From an optimization exercise on the open Yosys and OpenROAD flow, aimed at small area and a short achievable clock period; shortcuts taken in it are not production practice.
No activity file was given, so power comes from the tool's default toggle rates.

==> maple: inputs <==
==> flow/design.v <==
`default_nettype none
package timer_pkg;
   typedef logic [15:0] cnt_t;    
   typedef logic [7:0]  presc_t;  
   typedef logic [7:0]  addr_t;
   typedef logic [31:0] data_t;
   typedef enum logic [2:0] {
      OP_SET     = 3'd0,  
      OP_TOGGLE  = 3'd1,  
      OP_CLEAR   = 3'd2,  
      OP_SET_CLR = 3'd3,  
      OP_CLR_SET = 3'd4   
   } comp_op_e;
   typedef struct packed {
      presc_t   presc;
      logic     sawtooth;   
      cnt_t     cnt_start;
      cnt_t     cnt_end;
      cnt_t     comp0;
      comp_op_e op0;
      cnt_t     comp1;
      comp_op_e op1;
   } timer_cfg_t;
   typedef struct packed {
      logic start;
      logic stop;
      logic rst;
      logic update;
   } timer_cmd_t;
   localparam int CNT_W = 16;
   localparam int CFG_W = 79;
   localparam int CMD_W = 4;
   localparam addr_t TIMER_STRIDE = 8'h20;
   localparam addr_t REG_CMD      = 8'h00;
   localparam addr_t REG_CFG      = 8'h04;  
   localparam addr_t REG_TH       = 8'h08;  
   localparam addr_t REG_CH0      = 8'h0C;  
   localparam addr_t REG_CH1      = 8'h10;
   localparam addr_t REG_COUNTER  = 8'h14;  
   localparam addr_t REG_EVENT    = 8'h80;  
   localparam int CMD_START_BIT  = 0;
   localparam int CMD_STOP_BIT   = 1;
   localparam int CMD_RST_BIT    = 2;
   localparam int CMD_UPDATE_BIT = 3;
endpackage
`default_nettype wire
`timescale 1ns/1ps
`default_nettype none
module timer_compare (
   input  logic        clk_i,
   input  logic        reset_i,
   input  logic        step_i,
   input  logic        end_i,
   input  logic [15:0] count_i,
   input  logic [15:0] comp_i,
   input  logic [2:0]  op_i,
   output logic        pwm_o
);
   logic match;
   logic end_act;
   logic pwm_q;
   assign match   = step_i && (count_i == comp_i);
   assign end_act = end_i && ((op_i == 3'd3) || (op_i == 3'd4));
   always_ff @(posedge clk_i) begin
      if (reset_i) begin
         pwm_q <= 1'b0;
      end else if (end_act) begin
         pwm_q <= (op_i == 3'd4);  
      end else if (match) begin
         case (op_i)
            3'd0:    pwm_q <= 1'b1;
            3'd1:    pwm_q <= ~pwm_q;
            3'd2:    pwm_q <= 1'b0;
            3'd3:    pwm_q <= 1'b1;
            3'd4:    pwm_q <= 1'b0;
            default: pwm_q <= pwm_q;  
         endcase
      end
   end
   assign pwm_o = pwm_q;
endmodule
`default_nettype wire
`timescale 1ns/1ps
`default_nettype none
module adv_timer (
   input  logic        clk_i,
   input  logic        reset_i,
   input  logic        rst_dly_i,   
   input  logic [7:0]  presc_i,
   input  logic        saw_i,
   input  logic [15:0] start_i,
   input  logic [15:0] end_i,
   input  logic [15:0] comp0_i,
   input  logic [2:0]  op0_i,
   input  logic [15:0] comp1_i,
   input  logic [2:0]  op1_i,
   input  logic [3:0]  cmd_i,       
   output logic [15:0] count_nxt_o,
   output logic        end_o,
   output logic [1:0]  pwm_o
);
   logic cmd_start, cmd_stop, cmd_rst, cmd_update;
   assign {cmd_update, cmd_rst, cmd_stop, cmd_start} = cmd_i;
   logic [7:0]  a_presc;
   logic        a_saw;
   logic [15:0] a_start, a_end, a_comp0, a_comp1;
   logic [2:0]  a_op0, a_op1;
   logic        a_load;
   assign a_load = cmd_update || rst_dly_i;
   always_ff @(posedge clk_i) begin
      if (a_load) begin
         a_presc <= presc_i;
         a_saw   <= saw_i;
         a_start <= start_i;
         a_end   <= end_i;
         a_comp0 <= comp0_i;
         a_op0   <= op0_i;
         a_comp1 <= comp1_i;
         a_op1   <= op1_i;
      end
   end
   logic [7:0] a_presc_nxt;
   assign a_presc_nxt = a_load ? presc_i : a_presc;
   logic run_q, run_nxt;
   assign run_nxt = !reset_i && !cmd_stop && (cmd_start || run_q);
   always_ff @(posedge clk_i) run_q <= run_nxt;
   logic [7:0]  presc_q, presc_inc;
   logic        tick_q;
   logic [15:0] count_q;
   logic        dir_q, step_q, end_q;
   logic        ge_hold, ge_inc, ge_zero, tick_nxt;
   assign presc_inc = presc_q + 8'd1;
   assign ge_hold   = (presc_q >= a_presc_nxt);
   assign ge_inc    = (presc_inc >= a_presc_nxt);
   assign ge_zero   = (a_presc_nxt == 8'd0);
   always_comb begin
      if (rst_dly_i || cmd_rst || (run_q && tick_q)) tick_nxt = ge_zero;
      else if (run_q)                                tick_nxt = ge_inc;
      else                                           tick_nxt = ge_hold;
      tick_nxt = tick_nxt && run_nxt;
   end
   always_ff @(posedge clk_i) begin
      if (rst_dly_i || cmd_rst || (run_q && tick_q)) presc_q <= 8'd0;
      else if (run_q)                                presc_q <= presc_inc;
      tick_q <= tick_nxt;
   end
   function automatic logic eq_inc(input logic [15:0] a, input logic [15:0] b);
      logic [15:0] x;
      logic        r;
      x = a ^ b;
      r = x[0];
      for (int i = 1; i < 16; i++) r = r && (x[i] == (x[i-1] && a[i-1]));
      eq_inc = r;
   endfunction
   logic        down;
   logic [15:0] pm_mask, cnt_pm, cnt_base;
   logic        at_end, inc_at_end, dec_at_start, wrap;
   logic        dir_nxt, end_nxt;
   assign down = dir_q && !a_saw;
   always_comb begin
      pm_mask[0] = 1'b1;
      for (int i = 1; i < 16; i++) pm_mask[i] = pm_mask[i-1] && (count_q[i-1] ^ down);
   end
   assign cnt_pm       = count_q ^ pm_mask;           
   assign at_end       = (count_q == a_end);
   assign inc_at_end   = eq_inc(count_q, a_end);
   assign dec_at_start = eq_inc(a_start, count_q);    
   assign wrap         = !down && at_end;
   assign cnt_base    = tick_q ? cnt_pm : count_q;
   assign count_nxt_o = rst_dly_i ? 16'd0 :
                        (cmd_rst || (tick_q && wrap)) ? a_start : cnt_base;
   always_comb begin
      dir_nxt = dir_q;
      if (rst_dly_i || cmd_rst) dir_nxt = 1'b0;
      else if (tick_q) begin
         if (a_saw)       dir_nxt = 1'b0;
         else if (!dir_q) dir_nxt = !at_end && inc_at_end;
         else             dir_nxt = !dec_at_start;
      end
   end
   assign end_nxt = !reset_i && !cmd_rst && tick_q && (down ? dec_at_start : at_end);
   always_ff @(posedge clk_i) begin
      count_q <= count_nxt_o;
      dir_q   <= dir_nxt;
      step_q  <= !reset_i && !cmd_rst && tick_q;
      end_q   <= end_nxt;
   end
   assign end_o = end_q;
   timer_compare u_cmp0 (
      .clk_i   (clk_i),
      .reset_i (reset_i),
      .step_i  (step_q),
      .end_i   (end_q),
      .count_i (count_q),
      .comp_i  (a_comp0),
      .op_i    (a_op0),
      .pwm_o   (pwm_o[0])
   );
   timer_compare u_cmp1 (
      .clk_i   (clk_i),
      .reset_i (reset_i),
      .step_i  (step_q),
      .end_i   (end_q),
      .count_i (count_q),
      .comp_i  (a_comp1),
      .op_i    (a_op1),
      .pwm_o   (pwm_o[1])
   );
endmodule
`default_nettype wire
`timescale 1ns/1ps
`default_nettype none
module apb_timer_regs #(
   parameter int NUM_TIMERS = 4
) (
   input  logic                      clk_i,
   input  logic                      reset_i,
   input  logic                      psel_i,
   input  logic                      penable_i,
   input  logic                      pwrite_i,
   input  timer_pkg::addr_t          paddr_i,
   input  timer_pkg::data_t          pwdata_i,
   output timer_pkg::data_t          prdata_o,
   output logic                      pslverr_o,
   output logic [NUM_TIMERS*8-1:0]   presc_o,
   output logic [NUM_TIMERS-1:0]     saw_o,
   output logic [NUM_TIMERS*16-1:0]  start_o,
   output logic [NUM_TIMERS*16-1:0]  end_o,
   output logic [NUM_TIMERS*16-1:0]  comp0_o,
   output logic [NUM_TIMERS*3-1:0]   op0_o,
   output logic [NUM_TIMERS*16-1:0]  comp1_o,
   output logic [NUM_TIMERS*3-1:0]   op1_o,
   output logic [NUM_TIMERS*4-1:0]   cmd_o,
   input  logic [NUM_TIMERS*16-1:0]  count_nxt_i,  
   input  logic [NUM_TIMERS-1:0]     end_i,
   output logic [NUM_TIMERS-1:0]     events_o
);
   logic [NUM_TIMERS-1:0] d_tmr;
   logic [5:0]            d_reg;    
   logic                  d_ev;
   logic                  d_ok;
   always_comb begin
      for (int i = 0; i < NUM_TIMERS; i++)
         d_tmr[i] = !paddr_i[7] && (paddr_i[6:5] == 2'(i));
      for (int r = 0; r < 6; r++)
         d_reg[r] = (paddr_i[4:0] == 5'(4 * r));
      d_ev = (paddr_i == timer_pkg::REG_EVENT);
      d_ok = (!paddr_i[7] && (|d_reg)) || d_ev;
   end
   logic [NUM_TIMERS-1:0] ws_tmr_q;
   logic [4:0]            ws_reg_q;
   logic                  ws_ev_q;
   logic                  err_q;
   logic                  setup_wr;
   assign setup_wr = psel_i && !penable_i && pwrite_i;
   always_ff @(posedge clk_i) begin
      ws_tmr_q <= d_tmr & {NUM_TIMERS{setup_wr}};
      ws_reg_q <= d_reg[4:0];
      ws_ev_q  <= d_ev && setup_wr;
      err_q    <= !d_ok;
   end
   assign pslverr_o = err_q;
   timer_pkg::data_t wd;
   assign wd = pwdata_i & {32{!reset_i}};
   logic [NUM_TIMERS-1:0] events_q;
   logic [NUM_TIMERS-1:0] ev_clr;
   assign ev_clr = (penable_i && ws_ev_q) ? pwdata_i[NUM_TIMERS-1:0] : '0;
   for (genvar i = 0; i < NUM_TIMERS; i++) begin : gen_reg
      logic wr;
      assign wr = penable_i && ws_tmr_q[i];
      always_ff @(posedge clk_i) begin
         if (reset_i || (wr && ws_reg_q[1])) begin
            presc_o[8*i +: 8] <= wd[7:0];
            saw_o[i]          <= wd[8];
         end
         if (reset_i || (wr && ws_reg_q[2])) begin
            start_o[16*i +: 16] <= wd[15:0];
            end_o[16*i +: 16]   <= wd[31:16];
         end
         if (reset_i || (wr && ws_reg_q[3])) begin
            comp0_o[16*i +: 16] <= wd[15:0];
            op0_o[3*i +: 3]     <= wd[18:16];
         end
         if (reset_i || (wr && ws_reg_q[4])) begin
            comp1_o[16*i +: 16] <= wd[15:0];
            op1_o[3*i +: 3]     <= wd[18:16];
         end
         if (reset_i || !(wr && ws_reg_q[0])) begin
            cmd_o[4*i +: 4] <= 4'b0;  
         end else begin
            cmd_o[4*i +: 4] <= pwdata_i[3:0];
         end
      end
   end
   always_ff @(posedge clk_i) begin
      if (reset_i) begin
         events_q <= '0;
      end else begin
         events_q <= (events_q & ~ev_clr) | end_i;  
      end
   end
   assign events_o = events_q;
   timer_pkg::data_t rdata;
   timer_pkg::data_t rdata_q;
   always_comb begin
      rdata = '0;
      for (int i = 0; i < NUM_TIMERS; i++) begin
         if (d_tmr[i] && d_reg[1]) rdata = rdata | {23'b0, saw_o[i], presc_o[8*i +: 8]};
         if (d_tmr[i] && d_reg[2]) rdata = rdata | {end_o[16*i +: 16], start_o[16*i +: 16]};
         if (d_tmr[i] && d_reg[3]) rdata = rdata | {13'b0, op0_o[3*i +: 3], comp0_o[16*i +: 16]};
         if (d_tmr[i] && d_reg[4]) rdata = rdata | {13'b0, op1_o[3*i +: 3], comp1_o[16*i +: 16]};
         if (d_tmr[i] && d_reg[5]) rdata = rdata | {16'b0, count_nxt_i[16*i +: 16]};
      end
      if (d_ev) rdata = rdata | 32'(events_q | end_i);
   end
   always_ff @(posedge clk_i) begin
      rdata_q <= rdata;
   end
   assign prdata_o = rdata_q;
endmodule
`default_nettype wire
`timescale 1ns/1ps
`default_nettype none
module apb_adv_timer_top #(
   parameter int NUM_TIMERS = 4
) (
   input  logic                    clk_i,
   input  logic                    reset_i,
   input  logic                    psel_i,
   input  logic                    penable_i,
   input  logic                    pwrite_i,
   input  timer_pkg::addr_t        paddr_i,
   input  timer_pkg::data_t        pwdata_i,
   output timer_pkg::data_t        prdata_o,
   output logic                    pslverr_o,
   output logic [2*NUM_TIMERS-1:0] pwm_o,     
   output logic [NUM_TIMERS-1:0]   events_o
);
   logic [NUM_TIMERS*8-1:0]  presc;
   logic [NUM_TIMERS-1:0]    saw;
   logic [NUM_TIMERS*16-1:0] cstart, cend, comp0, comp1, count_nxt;
   logic [NUM_TIMERS*3-1:0]  op0, op1;
   logic [NUM_TIMERS*4-1:0]  cmd;
   logic [NUM_TIMERS-1:0]    tmr_end;
   logic                     rst_dly_q;
   always_ff @(posedge clk_i) rst_dly_q <= reset_i;
   apb_timer_regs #(
      .NUM_TIMERS (NUM_TIMERS)
   ) u_regs (
      .clk_i       (clk_i),
      .reset_i     (reset_i),
      .psel_i      (psel_i),
      .penable_i   (penable_i),
      .pwrite_i    (pwrite_i),
      .paddr_i     (paddr_i),
      .pwdata_i    (pwdata_i),
      .prdata_o    (prdata_o),
      .pslverr_o   (pslverr_o),
      .presc_o     (presc),
      .saw_o       (saw),
      .start_o     (cstart),
      .end_o       (cend),
      .comp0_o     (comp0),
      .op0_o       (op0),
      .comp1_o     (comp1),
      .op1_o       (op1),
      .cmd_o       (cmd),
      .count_nxt_i (count_nxt),
      .end_i       (tmr_end),
      .events_o    (events_o)
   );
   for (genvar i = 0; i < NUM_TIMERS; i++) begin : gen_timer
      adv_timer u_tim (
         .clk_i       (clk_i),
         .reset_i     (reset_i),
         .rst_dly_i   (rst_dly_q),
         .presc_i     (presc[8*i +: 8]),
         .saw_i       (saw[i]),
         .start_i     (cstart[16*i +: 16]),
         .end_i       (cend[16*i +: 16]),
         .comp0_i     (comp0[16*i +: 16]),
         .op0_i       (op0[3*i +: 3]),
         .comp1_i     (comp1[16*i +: 16]),
         .op1_i       (op1[3*i +: 3]),
         .cmd_i       (cmd[4*i +: 4]),
         .count_nxt_o (count_nxt[16*i +: 16]),
         .end_o       (tmr_end[i]),
         .pwm_o       (pwm_o[2*i +: 2])
      );
   end
endmodule
`default_nettype wire
==> flow/run.sh <==
#!/bin/bash
# synth_recipe.tcl (not shown) runs the flow's synth.tcl, then flattens the netlist and writes it again
# the make line also repeats each setting of config.mk as NAME=value (left out here)
make -C /OpenROAD-flow-scripts/flow DESIGN_CONFIG=/design/flow/config.mk WORK_HOME=/design/flow/orfs CLKGATE_MAP_FILE= SYNTH_SCRIPT=/design/flow/synth_recipe.tcl finish
==> flow/config.mk <==
export PLATFORM = sky130hd
export DESIGN_NAME = apb_adv_timer_top
export DESIGN_NICKNAME = apb_adv_timer_top
export VERILOG_FILES = /design/flow/design.v
export SDC_FILE = /design/flow/constraint.sdc
export NUM_CORES = 4
export LEC_CHECK = 0
export CAP_MARGIN = 20
export CORE_MARGIN = 2
export CORE_UTILIZATION = 40
export SETUP_SLACK_MARGIN = 4.4
export SLEW_MARGIN = 20
==> flow/constraint.sdc <==
create_clock -name core_clock -period 7.0 [get_ports {clk_i}]
set_input_delay 1.4000 -clock core_clock [delete_from_list [all_inputs] [get_ports {clk_i}]]
set_output_delay 1.4000 -clock core_clock [all_outputs]
set_load 0.01 [all_outputs]
==> umber: changes against maple <==
--- a/flow/design.v
+++ b/flow/design.v
@@ -130,40 +130,32 @@
    logic        dir_q, step_q, end_q;
-   logic        ge_hold, ge_inc, ge_zero, tick_nxt;
+   logic [7:0]  presc_nxt;
+   logic        tick_nxt;
    assign presc_inc = presc_q + 8'd1;
-   assign ge_hold   = (presc_q >= a_presc_nxt);
-   assign ge_inc    = (presc_inc >= a_presc_nxt);
-   assign ge_zero   = (a_presc_nxt == 8'd0);
-   always_comb begin
-      if (rst_dly_i || cmd_rst || (run_q && tick_q)) tick_nxt = ge_zero;
-      else if (run_q)                                tick_nxt = ge_inc;
-      else                                           tick_nxt = ge_hold;
-      tick_nxt = tick_nxt && run_nxt;
-   end
+   assign presc_nxt = (rst_dly_i || cmd_rst || (run_q && tick_q)) ? 8'd0 :
+                      run_q ? presc_inc : presc_q;
+   assign tick_nxt  = run_nxt && (presc_nxt >= a_presc_nxt);
    always_ff @(posedge clk_i) begin
-      if (rst_dly_i || cmd_rst || (run_q && tick_q)) presc_q <= 8'd0;
-      else if (run_q)                                presc_q <= presc_inc;
-      tick_q <= tick_nxt;
-   end
-   function automatic logic eq_inc(input logic [15:0] a, input logic [15:0] b);
-      logic [15:0] x;
-      logic        r;
-      x = a ^ b;
-      r = x[0];
-      for (int i = 1; i < 16; i++) r = r && (x[i] == (x[i-1] && a[i-1]));
-      eq_inc = r;
-   endfunction
-   logic        down;
-   logic [15:0] pm_mask, cnt_pm, cnt_base;
-   logic        at_end, inc_at_end, dec_at_start, wrap;
+      presc_q <= presc_nxt;
+      tick_q  <= tick_nxt;
+   end
+   logic        down, a_saw_nxt;
+   assign a_saw_nxt = a_load ? saw_i : a_saw;
+   logic [15:0] dstep, pm_mask, cnt_pm, cnt_base, tgt, x;
+   logic        at_tgt, pm_at_tgt, at_end, inc_at_end, dec_at_start, wrap;
    logic        dir_nxt, end_nxt;
-   assign down = dir_q && !a_saw;
+   assign dstep = count_q ^ {16{down}};    
+   assign tgt   = down ? a_start : a_end;
+   assign x     = count_q ^ tgt;
    always_comb begin
       pm_mask[0] = 1'b1;
-      for (int i = 1; i < 16; i++) pm_mask[i] = pm_mask[i-1] && (count_q[i-1] ^ down);
-   end
-   assign cnt_pm       = count_q ^ pm_mask;           
-   assign at_end       = (count_q == a_end);
-   assign inc_at_end   = eq_inc(count_q, a_end);
-   assign dec_at_start = eq_inc(a_start, count_q);    
-   assign wrap         = !down && at_end;
+      for (int i = 1; i < 16; i++) pm_mask[i] = pm_mask[i-1] && dstep[i-1];
+      pm_at_tgt = x[0];
+      for (int i = 1; i < 16; i++) pm_at_tgt = pm_at_tgt && (x[i] == (x[i-1] && dstep[i-1]));
+   end
+   assign at_tgt       = (x == 16'd0);
+   assign cnt_pm       = count_q ^ pm_mask;    
+   assign at_end       = at_tgt;               
+   assign inc_at_end   = pm_at_tgt;
+   assign dec_at_start = pm_at_tgt;            
+   assign wrap         = !down && at_tgt;
    assign cnt_base    = tick_q ? cnt_pm : count_q;
@@ -184,2 +176,3 @@
       dir_q   <= dir_nxt;
+      down    <= dir_nxt && !a_saw_nxt;  
       step_q  <= !reset_i && !cmd_rst && tick_q;
@@ -267,2 +260,5 @@
    assign ev_clr = (penable_i && ws_ev_q) ? pwdata_i[NUM_TIMERS-1:0] : '0;
+   logic [NUM_TIMERS-1:0] cmd_sel_q;
+   logic [3:0]            cmd_dat_q;
+   always_ff @(posedge clk_i) cmd_dat_q <= pwdata_i[3:0];
    for (genvar i = 0; i < NUM_TIMERS; i++) begin : gen_reg
@@ -287,8 +283,5 @@
          end
-         if (reset_i || !(wr && ws_reg_q[0])) begin
-            cmd_o[4*i +: 4] <= 4'b0;  
-         end else begin
-            cmd_o[4*i +: 4] <= pwdata_i[3:0];
-         end
+         cmd_sel_q[i] <= !reset_i && wr && ws_reg_q[0];  
       end
+      assign cmd_o[4*i +: 4] = cmd_sel_q[i] ? cmd_dat_q : 4'b0;
    end
Settings changed: CORE_UTILIZATION 40 to 60, CTS_CLUSTER_DIAMETER set to 100, CTS_CLUSTER_SIZE set to 25.
==> sierra: changes against maple <==
--- a/flow/design.v
+++ b/flow/design.v
@@ -114,3 +114,2 @@
          a_start <= start_i;
-         a_end   <= end_i;
          a_comp0 <= comp0_i;
@@ -121,2 +120,3 @@
    end
+   always_ff @(posedge clk_i) a_end <= a_end_nxt;
    logic [7:0] a_presc_nxt;
@@ -130,4 +130,8 @@
    logic        dir_q, step_q, end_q;
-   logic        ge_hold, ge_inc, ge_zero, tick_nxt;
+   logic [7:0]  presc_nxt;
+   logic        tick_nxt;
+   logic        presc_clr, ge_hold, ge_inc, ge_zero;
+   assign presc_clr = rst_dly_i || cmd_rst || (run_q && tick_q);
    assign presc_inc = presc_q + 8'd1;
+   assign presc_nxt = presc_clr ? 8'd0 : run_q ? presc_inc : presc_q;
    assign ge_hold   = (presc_q >= a_presc_nxt);
@@ -135,35 +139,26 @@
    assign ge_zero   = (a_presc_nxt == 8'd0);
-   always_comb begin
-      if (rst_dly_i || cmd_rst || (run_q && tick_q)) tick_nxt = ge_zero;
-      else if (run_q)                                tick_nxt = ge_inc;
-      else                                           tick_nxt = ge_hold;
-      tick_nxt = tick_nxt && run_nxt;
-   end
+   assign tick_nxt  = run_nxt && (presc_clr ? ge_zero : run_q ? ge_inc : ge_hold);
    always_ff @(posedge clk_i) begin
-      if (rst_dly_i || cmd_rst || (run_q && tick_q)) presc_q <= 8'd0;
-      else if (run_q)                                presc_q <= presc_inc;
-      tick_q <= tick_nxt;
-   end
-   function automatic logic eq_inc(input logic [15:0] a, input logic [15:0] b);
-      logic [15:0] x;
-      logic        r;
-      x = a ^ b;
-      r = x[0];
-      for (int i = 1; i < 16; i++) r = r && (x[i] == (x[i-1] && a[i-1]));
-      eq_inc = r;
-   endfunction
-   logic        down;
-   logic [15:0] pm_mask, cnt_pm, cnt_base;
-   logic        at_end, inc_at_end, dec_at_start, wrap;
+      presc_q <= presc_nxt;
+      tick_q  <= tick_nxt;
+   end
+   logic        a_saw_nxt;
+   logic [15:0] a_end_nxt;
+   logic        at_end_q, down_q;
+   assign a_saw_nxt = a_load ? saw_i : a_saw;
+   assign a_end_nxt = a_load ? end_i : a_end;
+   logic [15:0] dstep, pm_mask, cnt_pm, cnt_base, tgt, x;
+   logic        pm_at_tgt, wrap;
    logic        dir_nxt, end_nxt;
-   assign down = dir_q && !a_saw;
+   assign dstep = count_q ^ {16{down_q}};    
+   assign tgt   = down_q ? a_start : a_end;
+   assign x     = count_q ^ tgt;
    always_comb begin
       pm_mask[0] = 1'b1;
-      for (int i = 1; i < 16; i++) pm_mask[i] = pm_mask[i-1] && (count_q[i-1] ^ down);
+      for (int i = 1; i < 16; i++) pm_mask[i] = pm_mask[i-1] && dstep[i-1];
+      pm_at_tgt = x[0];
+      for (int i = 1; i < 16; i++) pm_at_tgt = pm_at_tgt && (x[i] == (x[i-1] && dstep[i-1]));
    end
-   assign cnt_pm       = count_q ^ pm_mask;           
-   assign at_end       = (count_q == a_end);
-   assign inc_at_end   = eq_inc(count_q, a_end);
-   assign dec_at_start = eq_inc(a_start, count_q);    
-   assign wrap         = !down && at_end;
+   assign cnt_pm = count_q ^ pm_mask;    
+   assign wrap   = !down_q && at_end_q;
    assign cnt_base    = tick_q ? cnt_pm : count_q;
@@ -176,12 +171,14 @@
          if (a_saw)       dir_nxt = 1'b0;
-         else if (!dir_q) dir_nxt = !at_end && inc_at_end;
-         else             dir_nxt = !dec_at_start;
+         else if (!dir_q) dir_nxt = !at_end_q && pm_at_tgt;
+         else             dir_nxt = !pm_at_tgt;
       end
    end
-   assign end_nxt = !reset_i && !cmd_rst && tick_q && (down ? dec_at_start : at_end);
+   assign end_nxt = !reset_i && !cmd_rst && tick_q && (down_q ? pm_at_tgt : at_end_q);
    always_ff @(posedge clk_i) begin
-      count_q <= count_nxt_o;
-      dir_q   <= dir_nxt;
-      step_q  <= !reset_i && !cmd_rst && tick_q;
-      end_q   <= end_nxt;
+      count_q  <= count_nxt_o;
+      dir_q    <= dir_nxt;
+      down_q   <= dir_nxt && !a_saw_nxt;
+      at_end_q <= (count_nxt_o == a_end_nxt);
+      step_q   <= !reset_i && !cmd_rst && tick_q;
+      end_q    <= end_nxt;
    end
@@ -267,2 +264,5 @@
    assign ev_clr = (penable_i && ws_ev_q) ? pwdata_i[NUM_TIMERS-1:0] : '0;
+   logic [NUM_TIMERS-1:0] cmd_sel_q;
+   logic [3:0]            cmd_dat_q;
+   always_ff @(posedge clk_i) cmd_dat_q <= pwdata_i[3:0];
    for (genvar i = 0; i < NUM_TIMERS; i++) begin : gen_reg
@@ -287,8 +287,5 @@
          end
-         if (reset_i || !(wr && ws_reg_q[0])) begin
-            cmd_o[4*i +: 4] <= 4'b0;  
-         end else begin
-            cmd_o[4*i +: 4] <= pwdata_i[3:0];
-         end
+         cmd_sel_q[i] <= !reset_i && wr && ws_reg_q[0];  
       end
+      assign cmd_o[4*i +: 4] = cmd_sel_q[i] ? cmd_dat_q : 4'b0;
    end
Settings changed: ABC_AREA set to 1, CORE_UTILIZATION 40 to 60, CTS_CLUSTER_DIAMETER set to 100, CTS_CLUSTER_SIZE set to 25, SETUP_SLACK_MARGIN 4.4 to 4.5.
==> raven: changes against maple <==
--- a/flow/design.v
+++ b/flow/design.v
@@ -130,17 +130,11 @@
    logic        dir_q, step_q, end_q;
-   logic        ge_hold, ge_inc, ge_zero, tick_nxt;
+   logic [7:0]  presc_nxt;
+   logic        tick_nxt;
    assign presc_inc = presc_q + 8'd1;
-   assign ge_hold   = (presc_q >= a_presc_nxt);
-   assign ge_inc    = (presc_inc >= a_presc_nxt);
-   assign ge_zero   = (a_presc_nxt == 8'd0);
-   always_comb begin
-      if (rst_dly_i || cmd_rst || (run_q && tick_q)) tick_nxt = ge_zero;
-      else if (run_q)                                tick_nxt = ge_inc;
-      else                                           tick_nxt = ge_hold;
-      tick_nxt = tick_nxt && run_nxt;
-   end
+   assign presc_nxt = (rst_dly_i || cmd_rst || (run_q && tick_q)) ? 8'd0 :
+                      run_q ? presc_inc : presc_q;
+   assign tick_nxt  = run_nxt && (presc_nxt >= a_presc_nxt);
    always_ff @(posedge clk_i) begin
-      if (rst_dly_i || cmd_rst || (run_q && tick_q)) presc_q <= 8'd0;
-      else if (run_q)                                presc_q <= presc_inc;
-      tick_q <= tick_nxt;
+      presc_q <= presc_nxt;
+      tick_q  <= tick_nxt;
    end
@@ -267,2 +261,5 @@
    assign ev_clr = (penable_i && ws_ev_q) ? pwdata_i[NUM_TIMERS-1:0] : '0;
+   logic [NUM_TIMERS-1:0] cmd_sel_q;
+   logic [3:0]            cmd_dat_q;
+   always_ff @(posedge clk_i) cmd_dat_q <= pwdata_i[3:0];
    for (genvar i = 0; i < NUM_TIMERS; i++) begin : gen_reg
@@ -287,8 +284,5 @@
          end
-         if (reset_i || !(wr && ws_reg_q[0])) begin
-            cmd_o[4*i +: 4] <= 4'b0;  
-         end else begin
-            cmd_o[4*i +: 4] <= pwdata_i[3:0];
-         end
+         cmd_sel_q[i] <= !reset_i && wr && ws_reg_q[0];  
       end
+      assign cmd_o[4*i +: 4] = cmd_sel_q[i] ? cmd_dat_q : 4'b0;
    end
Settings changed: CORE_UTILIZATION 40 to 60.
==> impl.org <==
** Critical path
- STA classifies the critical path startpoint as a flip-flop.

** Yosys
- Sequential element share of the synthesized area :: 57.1%
- Of the total synthesized cell area, the portion taken by full adders, half adders and majority gates is 2.24%.

** Worst hold path
- For hold timing, the worst endpoint is gen_timer[1].u_tim.a_comp1[3]$_DFFE_PN_.

** Run status
- Result of the run :: complete, no violations

** Finish
- Summing all multi-input logic gate instances after layout gives 0.0166 mm^2.
- Clk_buf instances :: 64

** Power
- Switch Pwr :: 2480 uW
the above is filed under sierra

==> impl.org <==
** Run status
- The flow ran to the end and the layout has no timing, DRC or antenna violations.

** Power
- Sequential cells consume a total of 5930 uW.

** Yosys
- After synthesis, flip-flops and latches occupy 60.7% of the total area.
- The synthesized netlist devotes 5.32% of its cell area to adder and majority cells.
- Dominant cell by count in the synthesized netlist :: sky130_fd_sc_hd__edfxtp_1

** Critical path
- The worst setup path is launched from a primary input.
- End of the critical path :: u_regs.rdata_q[8]$_DFF_P_

** Worst hold path
- In this run the most critical hold path is launched from u_regs.start_o[11]$_DFFE_PP_.
- The path with the worst hold slack has its endpoint at gen_timer[0].u_tim.a_start[11]$_DFFE_PN_.
- The min-delay analysis places its worst path in the category flip-flop to flip-flop.

** Finish
- The multi-input combinational cells in the finished layout cover a total of 0.0147 mm^2.
- Of the cells placed in the final design, the portion with a size suffix greater than 1 is 24.4%.
the above is filed under raven

==> impl.org <==
** Run status
- The flow ran to the end and the layout has no timing, DRC or antenna violations.

** Yosys
- Adder-cell share of the synthesized area :: 1.23%
- Sequential element share of the synthesized area :: 60.7%

** Route
- Uppermost metal layer occupied by signal nets :: met5
- The routed design uses 62.1 mm of met2 wire.

** Worst hold path
- The worst hold path terminates at gen_timer[0].u_tim.a_start[15]$_DFFE_PN_.

** Clocking
- Counting every sink on the clock net gives 816.

** Floorplanning
- The floorplan step defined a core boundary enclosing 0.0605 mm^2.

** Finish
- Area of combinational cells with multiple inputs :: 0.0160 mm^2
- The layout has 66 clock buffers.

** Power
- Switch Pwr :: 2460 uW

** Critical path
- STA classifies the critical path startpoint as a primary input.
the above is filed under umber

==> impl.org <==
** Run status
- Result of the run :: complete, no violations

** Critical path
- The setup check on the worst reg-to-reg path leaves a slack of 4.20 ns.
- Type of element launching the critical path :: primary input
- End of the critical path :: u_regs.rdata_q[17]$_DFF_P_

** Finish
- Counting the clock-network buffers in the layout gives 108.
- Area of combinational cells with multiple inputs :: 0.0155 mm^2

** Power
- Switch Pwr :: 2830 uW

** Yosys
- Adder-cell share of the synthesized area :: 6.24%
- For this run, the register share of the synthesized area comes to 59.5%.

** Worst hold path
- The worst hold path terminates at gen_timer[0].u_tim.run_q$_DFF_P_.

** Route
- Metal-1 WL :: 59.0 mm
the above is filed under maple

No functional check of the RTL was part of any run of this note.

==> static timing again, ports no longer ideal <==
Ports are ideal in the flow. The routed layouts listed here were re-timed in OpenROAD.
Step 1 assumes that a clkbuf_16 drives the clock port and a buf_2 every other input.
Step 2 also shifts input and output timing later by t, the mid clock arrival at the registers, as if the neighbouring blocks saw the same clock.
Three values: ideal ports, drivers, drivers and shift; two values: the first two.
| run | t (ns) | setup slack, ns | worst register clock-pin slew, ns | pins driven straight from the clock port |
|---|---|---|---|---|
| maple | 0.713 | 4.015 / 4.019 / 3.306 | 0.07 / 0.07 | 1 |
| umber | 0.695 | 3.767 / 3.786 / 3.092 | 0.11 / 0.11 | 1 |
| sierra | 0.681 | 4.245 / 4.245 / 3.597 | 0.11 / 0.11 | 1 |
| raven | 0.707 | 4.022 / 4.044 / 3.337 | 0.07 / 0.07 | 1 |
After both steps setup and hold are still met in every run listed. The setup slack of maple, which loses most, moves by +0.004 ns with the drivers and by -0.709 ns with both steps.
